This is an optimization exercise on Yosys and OpenROAD, whose aim is small area and a short achievable clock period, not a production implementation.
In this exercise RTL edits were held to simulation tests only and were not proved equivalent to the original.

## the reference run
==> flow/design.v <==
package stream_fifo_pkg;
  localparam int PHASE_BITS = 3;
endpackage
module stream_fifo #(
  parameter int WIDTH = 16,
  parameter int DEPTH = 256
) (
  input  logic                       clock,
  input  logic                       reset,
  input  logic [WIDTH-1:0]           in_data,
  input  logic                       in_valid,
  output logic                       in_ready,
  output logic [WIDTH-1:0]           out_data,
  output logic                       out_valid,
  input  logic                       out_ready,
  output logic [$clog2(DEPTH):0]     count,
  output logic                       full,
  output logic                       empty
);
  localparam int AW    = $clog2(DEPTH);
  localparam int CW    = AW + 1;
  localparam int PW    = stream_fifo_pkg::PHASE_BITS;
  localparam int NPH   = 1 << PW;
  localparam int LW    = AW - PW;
  localparam int NLOOP = (DEPTH >> PW) - 1;
  logic [PW-1:0]        ph_b;       
  logic [NPH-1:0]       ph_oh;
  logic                 v1;         
  logic [WIDTH-1:0]     p1d;
  logic [AW-1:0]        tw_b;       
  logic [NPH-1:0]       tw_oh;
  logic [AW-1:0]        rh_b;       
  logic [NPH-1:0]       rh_oh;
  logic                 n_lt, n_eq, n_gt;   
  logic                 n_small;            
  logic [LW-1:0]        tw_l, rh_l;         
  logic [LW-1:0]        dl;                 
  logic [NPH*WIDTH-1:0] wd;         
  logic [NPH-1:0]       wv;
  logic [NPH*WIDTH-1:0] rd;         
  logic [NPH-1:0]       rv;         
  logic [NPH-1:0]       sv;         
  logic [WIDTH-1:0]     inj_q;      
  logic [NLOOP-1:0]     inj_sel;    
  logic [NLOOP-1:0]     cap_sel;    
  logic                 fwd_q;      
  logic [WIDTH-1:0]     hq;
  logic                 hv;
  logic                 full_q, empty_q, rdy_q;
  logic [CW-1:0]        cnt_q;
  logic [NLOOP*WIDTH-1:0] tap1;
  genvar gb;
  generate
    for (gb = 0; gb < NLOOP; gb++) begin : g_loop
      logic [NPH*WIDTH-1:0] sh;
      always_ff @(posedge clock) begin
        if (inj_sel[gb])
          sh <= {inj_q, sh[NPH*WIDTH-1:WIDTH]};
        else
          sh <= {sh[WIDTH-1:0], sh[NPH*WIDTH-1:WIDTH]};
      end
      assign tap1[gb*WIDTH +: WIDTH] = sh[2*WIDTH-1:WIDTH];
    end
  endgenerate
  function automatic logic [NPH-1:0] rotl(input logic [NPH-1:0] x, input int k);
    logic [2*NPH-1:0] y;
    y = {x, x} << k;
    rotl = y[2*NPH-1:NPH];
  endfunction
  function automatic logic [WIDTH-1:0] pick_w(input logic [NPH*WIDTH-1:0] v,
                                              input logic [NPH-1:0] oh);
    logic [WIDTH-1:0] acc;
    acc = '0;
    for (int i = 0; i < NPH; i++)
      acc = acc | (v[i*WIDTH +: WIDTH] & {WIDTH{oh[i]}});
    pick_w = acc;
  endfunction
  function automatic logic [NPH-1:0] therm(input logic [NPH-1:0] oh);
    logic [NPH-1:0] t;
    t[0] = oh[0];
    for (int i = 1; i < NPH; i++)
      t[i] = t[i-1] | oh[i];
    therm = t;
  endfunction
  function automatic logic [NLOOP-1:0] rotl_l(input logic [NLOOP-1:0] x, input int k);
    logic [2*NLOOP-1:0] y;
    y = {x, x} << k;
    rotl_l = y[2*NLOOP-1:NLOOP];
  endfunction
  function automatic logic [NLOOP-1:0] dec_loop(input logic [LW-1:0] l);
    dec_loop = NLOOP'(1) << l;
  endfunction
  logic             accept, pop, avail, mv, byp, spec, cap_we;
  logic             lt_n, eq_n, gt_n;
  logic [NPH-1:0]   c_oh;                
  logic [WIDTH-1:0] mv_data, cap_data, tap_data, stg_data;
  assign accept = in_valid && rdy_q;
  assign pop    = hv && out_ready;
  logic [AW-1:0] nst;
  assign nst  = tw_b - rh_b;
  assign lt_n = n_lt;
  assign eq_n = n_eq;
  assign gt_n = n_gt;
  assign avail   = |(rh_oh & rv);
  assign mv      = avail && (!hv || out_ready);
  assign mv_data = pick_w(rd, rh_oh);
  assign byp     = v1 && (lt_n || (eq_n && mv));
  assign c_oh = rotl(ph_oh, 1);
  always_comb begin
    tap_data = '0;
    for (int b = 0; b < NLOOP; b++)
      tap_data = tap_data | (tap1[b*WIDTH +: WIDTH] & {WIDTH{cap_sel[b]}});
  end
  assign stg_data = pick_w(wd, c_oh);
  assign cap_data = tap_data | (stg_data & {WIDTH{fwd_q}});
  assign spec   = |(c_oh & rh_oh & rv);
  assign cap_we = spec ? (mv && gt_n) : |(c_oh & sv & ~rv);
  logic [PW-1:0]    ph1, ph2, tws;
  logic [NPH-1:0]   i_oh, k_oh;
  logic             i_wr, i_pend;
  logic [WIDTH-1:0] i_data;
  logic [NLOOP-1:0] rhi_oh, twhi_oh, rot1, rot2, sel0, sel1, inj_nx;
  logic             kd;
  logic             m0, m1, m2;
  logic             ge_k, k_wr, k_pnd, fwd0, fwd1;
  logic             h0, h1, c0, c1, ge_c;
  logic [NPH-1:0]   r1_oh;
  assign ph1     = ph_b + PW'(1);
  assign ph2     = ph_b + PW'(2);
  assign tws     = tw_b[PW-1:0];
  assign i_oh    = rotl(ph_oh, 1);
  assign k_oh    = rotl(ph_oh, 2);
  assign rhi_oh  = dec_loop(rh_l);
  assign twhi_oh = dec_loop(tw_l);
  assign i_wr   = v1 && |(i_oh & tw_oh);
  assign i_pend = i_wr || |(i_oh & wv);
  assign i_data = i_wr ? p1d : pick_w(wd, i_oh);
  assign ge_c   = |(i_oh & therm(tw_oh));    
  assign inj_nx = (i_wr || !ge_c) ? twhi_oh : rotl_l(twhi_oh, NLOOP - 1);
  assign h0      = |(k_oh & (rv | (tw_oh & {NPH{v1 && lt_n}})));
  assign h1      = |(k_oh & (rv | (tw_oh & {NPH{v1 && (lt_n || eq_n)}})));
  assign r1_oh   = rotl(rh_oh, 1);
  assign c0      = !(|(k_oh & therm(rh_oh))) || (|(k_oh & rh_oh) && h0);
  assign c1      = !(|(k_oh & therm(r1_oh))) || (|(k_oh & r1_oh) && h1);
  assign rot1    = rotl_l(rhi_oh, 1);
  assign rot2    = rotl_l(rhi_oh, 2);
  assign sel0    = c0 ? rot1 : rhi_oh;
  assign sel1    = (r1_oh[0] && c1) ? rot2 : (r1_oh[0] || c1) ? rot1 : rhi_oh;
  assign ge_k  = |(k_oh & therm(tw_oh));    
  assign k_wr  = v1 && |(k_oh & tw_oh);
  assign k_pnd = k_wr || |(k_oh & wv);
  assign kd    = !k_wr && ge_k;
  assign m0    = kd ? (dl == LW'(1)) : (dl == LW'(0));
  assign m1    = kd ? (dl == LW'(2)) : (dl == LW'(1));
  assign m2    = kd ? (dl == LW'(3)) : (dl == LW'(2));
  assign fwd0  = k_pnd && n_small && (c0 ? m1 : m0);
  assign fwd1  = k_pnd && n_small &&
                 ((r1_oh[0] && c1) ? m2 : (r1_oh[0] || c1) ? m1 : m0);
  always_ff @(posedge clock) begin
    p1d   <= in_data;
    inj_q <= i_data;
    if (mv)
      hq <= mv_data;
    for (int i = 0; i < NPH; i++) begin
      if (v1 && tw_oh[i])
        wd[i*WIDTH +: WIDTH] <= p1d;
      if ((byp && tw_oh[i]) || (cap_we && c_oh[i]))
        rd[i*WIDTH +: WIDTH] <= (v1 && tw_oh[i] && (lt_n || (eq_n && rv[i])))
                                ? p1d : cap_data;
    end
  end
  always_ff @(posedge clock) begin
    if (reset) begin
      ph_b    <= '0;
      ph_oh   <= NPH'(1);
      v1      <= 1'b0;
      tw_b    <= '0;
      tw_oh   <= NPH'(1);
      rh_b    <= '0;
      rh_oh   <= NPH'(1);
      n_lt    <= 1'b1;
      n_small <= 1'b1;
      tw_l    <= '0;
      dl      <= '0;
      rh_l    <= '0;
      n_eq    <= 1'b0;
      n_gt    <= 1'b0;
      wv      <= '0;
      rv      <= '0;
      sv      <= '0;
      inj_sel <= '0;
      cap_sel <= '0;
      fwd_q   <= 1'b0;
      hv      <= 1'b0;
      cnt_q   <= '0;
      full_q  <= 1'b0;
      empty_q <= 1'b1;
      rdy_q   <= 1'b1;
    end else begin
      ph_b  <= ph1;
      ph_oh <= rotl(ph_oh, 1);
      v1    <= accept;
      if (v1) begin
        tw_b  <= tw_b + AW'(1);
        tw_oh <= rotl(tw_oh, 1);
      end
      if (mv) begin
        rh_b  <= rh_b + AW'(1);
        rh_oh <= rotl(rh_oh, 1);
      end
      if (v1 && tw_oh[NPH-1])
        tw_l <= (tw_l == LW'(NLOOP - 1)) ? '0 : tw_l + LW'(1);
      if (mv && rh_oh[NPH-1])
        rh_l <= (rh_l == LW'(NLOOP - 1)) ? '0 : rh_l + LW'(1);
      if ((v1 && tw_oh[NPH-1]) && !(mv && rh_oh[NPH-1]))
        dl <= (dl == LW'(NLOOP - 1)) ? '0 : dl + LW'(1);
      else if (!(v1 && tw_oh[NPH-1]) && (mv && rh_oh[NPH-1]))
        dl <= (dl == '0) ? LW'(NLOOP - 1) : dl - LW'(1);
      if (mv && !v1)
        n_small <= nst < AW'(DEPTH / 2 + 1);
      else if (v1 && !mv)
        n_small <= nst < AW'(DEPTH / 2 - 1);
      if (mv && !v1) begin
        n_lt <= nst < AW'(NPH + 1);
        n_eq <= nst == AW'(NPH + 1);
        n_gt <= nst > AW'(NPH + 1);
      end else if (v1 && !mv) begin
        n_lt <= nst < AW'(NPH - 1);
        n_eq <= nst == AW'(NPH - 1);
        n_gt <= nst > AW'(NPH - 1);
      end
      for (int i = 0; i < NPH; i++) begin
        if (v1 && tw_oh[i])
          wv[i] <= 1'b1;
        else if (ph_oh[i])
          wv[i] <= 1'b0;
        if (byp && tw_oh[i]) begin
          rv[i] <= 1'b1;
          sv[i] <= 1'b1;
        end else if (cap_we && c_oh[i]) begin
          rv[i] <= 1'b1;
          sv[i] <= 1'b1;
        end else if (mv && rh_oh[i]) begin
          rv[i] <= 1'b0;
          sv[i] <= gt_n;
        end
      end
      inj_sel <= i_pend ? inj_nx : '0;
      if (mv) begin
        cap_sel <= fwd1 ? '0 : sel1;
        fwd_q   <= fwd1;
      end else begin
        cap_sel <= fwd0 ? '0 : sel0;
        fwd_q   <= fwd0;
      end
      hv      <= mv || (hv && !out_ready);
      cnt_q   <= pop ? (accept ? cnt_q : cnt_q - CW'(1)) : (accept ? cnt_q + CW'(1) : cnt_q);
      full_q  <= (cnt_q == CW'(DEPTH - 1) && accept && !pop) || (full_q && !pop);
      rdy_q   <= !((cnt_q == CW'(DEPTH - 1) && accept && !pop) || (full_q && !pop));
      empty_q <= (cnt_q == CW'(1) && pop && !accept) || (empty_q && !accept);
    end
  end
  assign in_ready  = rdy_q;
  assign full      = full_q;
  assign empty     = empty_q;
  assign count     = cnt_q;
  assign out_valid = hv;
  assign out_data  = hq;
endmodule
export LEC_CHECK = 0
export ABC_CLOCK_PERIOD_IN_PS = 2000
export CAP_MARGIN = 20
export CORE_MARGIN = 2
export CORE_UTILIZATION = 40
export CTS_CLUSTER_DIAMETER = 80
export CTS_CLUSTER_SIZE = 28
export SETUP_SLACK_MARGIN = 2.5
export SLEW_MARGIN = 20
create_clock -name core_clock -period 5.0 [get_ports {clock}]
run.sh (not shown) runs the stock make flow with config.mk's settings and CLKGATE_MAP_FILE= SYNTH_SCRIPT=/design/flow/synth_recipe.tcl, a recipe that flattens the netlist after the stock synthesis.
The reference run finished end to end and its layout was clean on timing, DRC and antenna.
The inputs of the trial run differ from those of the reference run as listed below.
--- a/flow/design.v
+++ b/flow/design.v
@@ -32,11 +32,10 @@
   logic [AW-1:0]        rh_b;       
   logic [NPH-1:0]       rh_oh;
   logic                 n_lt, n_eq, n_gt;   
   logic                 n_small;            
   logic [LW-1:0]        tw_l, rh_l;         
-  logic [LW-1:0]        dl;                 
   logic [NPH*WIDTH-1:0] wd;         
   logic [NPH-1:0]       wv;
   logic [NPH*WIDTH-1:0] rd;         
   logic [NPH-1:0]       rv;         
   logic [NPH-1:0]       sv;         
@@ -117,12 +116,11 @@
   assign cap_we = spec ? (mv && gt_n) : |(c_oh & sv & ~rv);
   logic [PW-1:0]    ph1, ph2, tws;
   logic [NPH-1:0]   i_oh, k_oh;
   logic             i_wr, i_pend;
   logic [WIDTH-1:0] i_data;
-  logic [NLOOP-1:0] rhi_oh, twhi_oh, rot1, rot2, sel0, sel1, inj_nx;
-  logic             kd;
+  logic [NLOOP-1:0] rhi_oh, twhi_oh, rot1, rot2, sel0, sel1, inj_nx, k_pl;
   logic             m0, m1, m2;
   logic             ge_k, k_wr, k_pnd, fwd0, fwd1;
   logic             h0, h1, c0, c1, ge_c;
   logic [NPH-1:0]   r1_oh;
   assign ph1     = ph_b + PW'(1);
@@ -147,14 +145,14 @@
   assign sel0    = c0 ? rot1 : rhi_oh;
   assign sel1    = (r1_oh[0] && c1) ? rot2 : (r1_oh[0] || c1) ? rot1 : rhi_oh;
   assign ge_k  = |(k_oh & therm(tw_oh));    
   assign k_wr  = v1 && |(k_oh & tw_oh);
   assign k_pnd = k_wr || |(k_oh & wv);
-  assign kd    = !k_wr && ge_k;
-  assign m0    = kd ? (dl == LW'(1)) : (dl == LW'(0));
-  assign m1    = kd ? (dl == LW'(2)) : (dl == LW'(1));
-  assign m2    = kd ? (dl == LW'(3)) : (dl == LW'(2));
+  assign k_pl  = (k_wr || !ge_k) ? twhi_oh : rotl_l(twhi_oh, NLOOP - 1);
+  assign m0    = |(rhi_oh & k_pl);
+  assign m1    = |(rot1 & k_pl);
+  assign m2    = |(rot2 & k_pl);
   assign fwd0  = k_pnd && n_small && (c0 ? m1 : m0);
   assign fwd1  = k_pnd && n_small &&
                  ((r1_oh[0] && c1) ? m2 : (r1_oh[0] || c1) ? m1 : m0);
   always_ff @(posedge clock) begin
     p1d   <= in_data;
@@ -179,11 +177,10 @@
       rh_b    <= '0;
       rh_oh   <= NPH'(1);
       n_lt    <= 1'b1;
       n_small <= 1'b1;
       tw_l    <= '0;
-      dl      <= '0;
       rh_l    <= '0;
       n_eq    <= 1'b0;
       n_gt    <= 1'b0;
       wv      <= '0;
       rv      <= '0;
@@ -210,14 +207,10 @@
       end
       if (v1 && tw_oh[NPH-1])
         tw_l <= (tw_l == LW'(NLOOP - 1)) ? '0 : tw_l + LW'(1);
       if (mv && rh_oh[NPH-1])
         rh_l <= (rh_l == LW'(NLOOP - 1)) ? '0 : rh_l + LW'(1);
-      if ((v1 && tw_oh[NPH-1]) && !(mv && rh_oh[NPH-1]))
-        dl <= (dl == LW'(NLOOP - 1)) ? '0 : dl + LW'(1);
-      else if (!(v1 && tw_oh[NPH-1]) && (mv && rh_oh[NPH-1]))
-        dl <= (dl == '0) ? LW'(NLOOP - 1) : dl - LW'(1);
       if (mv && !v1)
         n_small <= nst < AW'(DEPTH / 2 + 1);
       else if (v1 && !mv)
         n_small <= nst < AW'(DEPTH / 2 - 1);
       if (mv && !v1) begin
[summary]
On wire length: between the reference run and the trial run, it ends up higher for the trial run.
Summary of the trial run over the reference run: number of combinational gates with multiple inputs +141; relative slew slack +12 points.
Logic depth of the worst path, buffers included in the trial run is 5 higher than in the reference run
| sequential cell area share | higher: the reference run |
On design area, the reference run beats the trial run.
When the trial run is measured against the reference run, its number of antenna violations at the first check in global routing turns out 4 lower.
The run showing the smaller die area is the reference run.
Looking only at final cell count without fillers, and setting everything else aside, the higher value of the reference run and the trial run goes to the trial run.

[re-timing with driven ports]
The results above use ideal ports. As a check the final layouts listed here were re-extracted and re-timed, cells and wires unchanged. Step 1 (the two cells are an assumption about what drives the block):
set clk [get_ports {clock}]
set_driving_cell -lib_cell sky130_fd_sc_hd__clkbuf_16 $clk
set_driving_cell -lib_cell sky130_fd_sc_hd__buf_2 [delete_from_list [all_inputs] $clk]
Step 2 times the ports against the registers' clock, not the clock port: input delays grow and output delays shrink by t, the midpoint of the rising clock arrivals with the driver on. Slacks: ideal / step 1 / step 2; pairs: ideal / step 1.
run | shift t [ns] | setup slack, ns | worst setup path at the end
the reference run | 0.954 | 2.064 / 2.064 / 1.732 | input to register
the trial run | 0.969 | 1.640 / 1.640 / 1.535 | input to register
After both steps every run listed still meets setup and hold. For the reference run, which loses most, drivers alone change the setup slack by 0.000 ns; drivers and shift together by -0.332 ns.
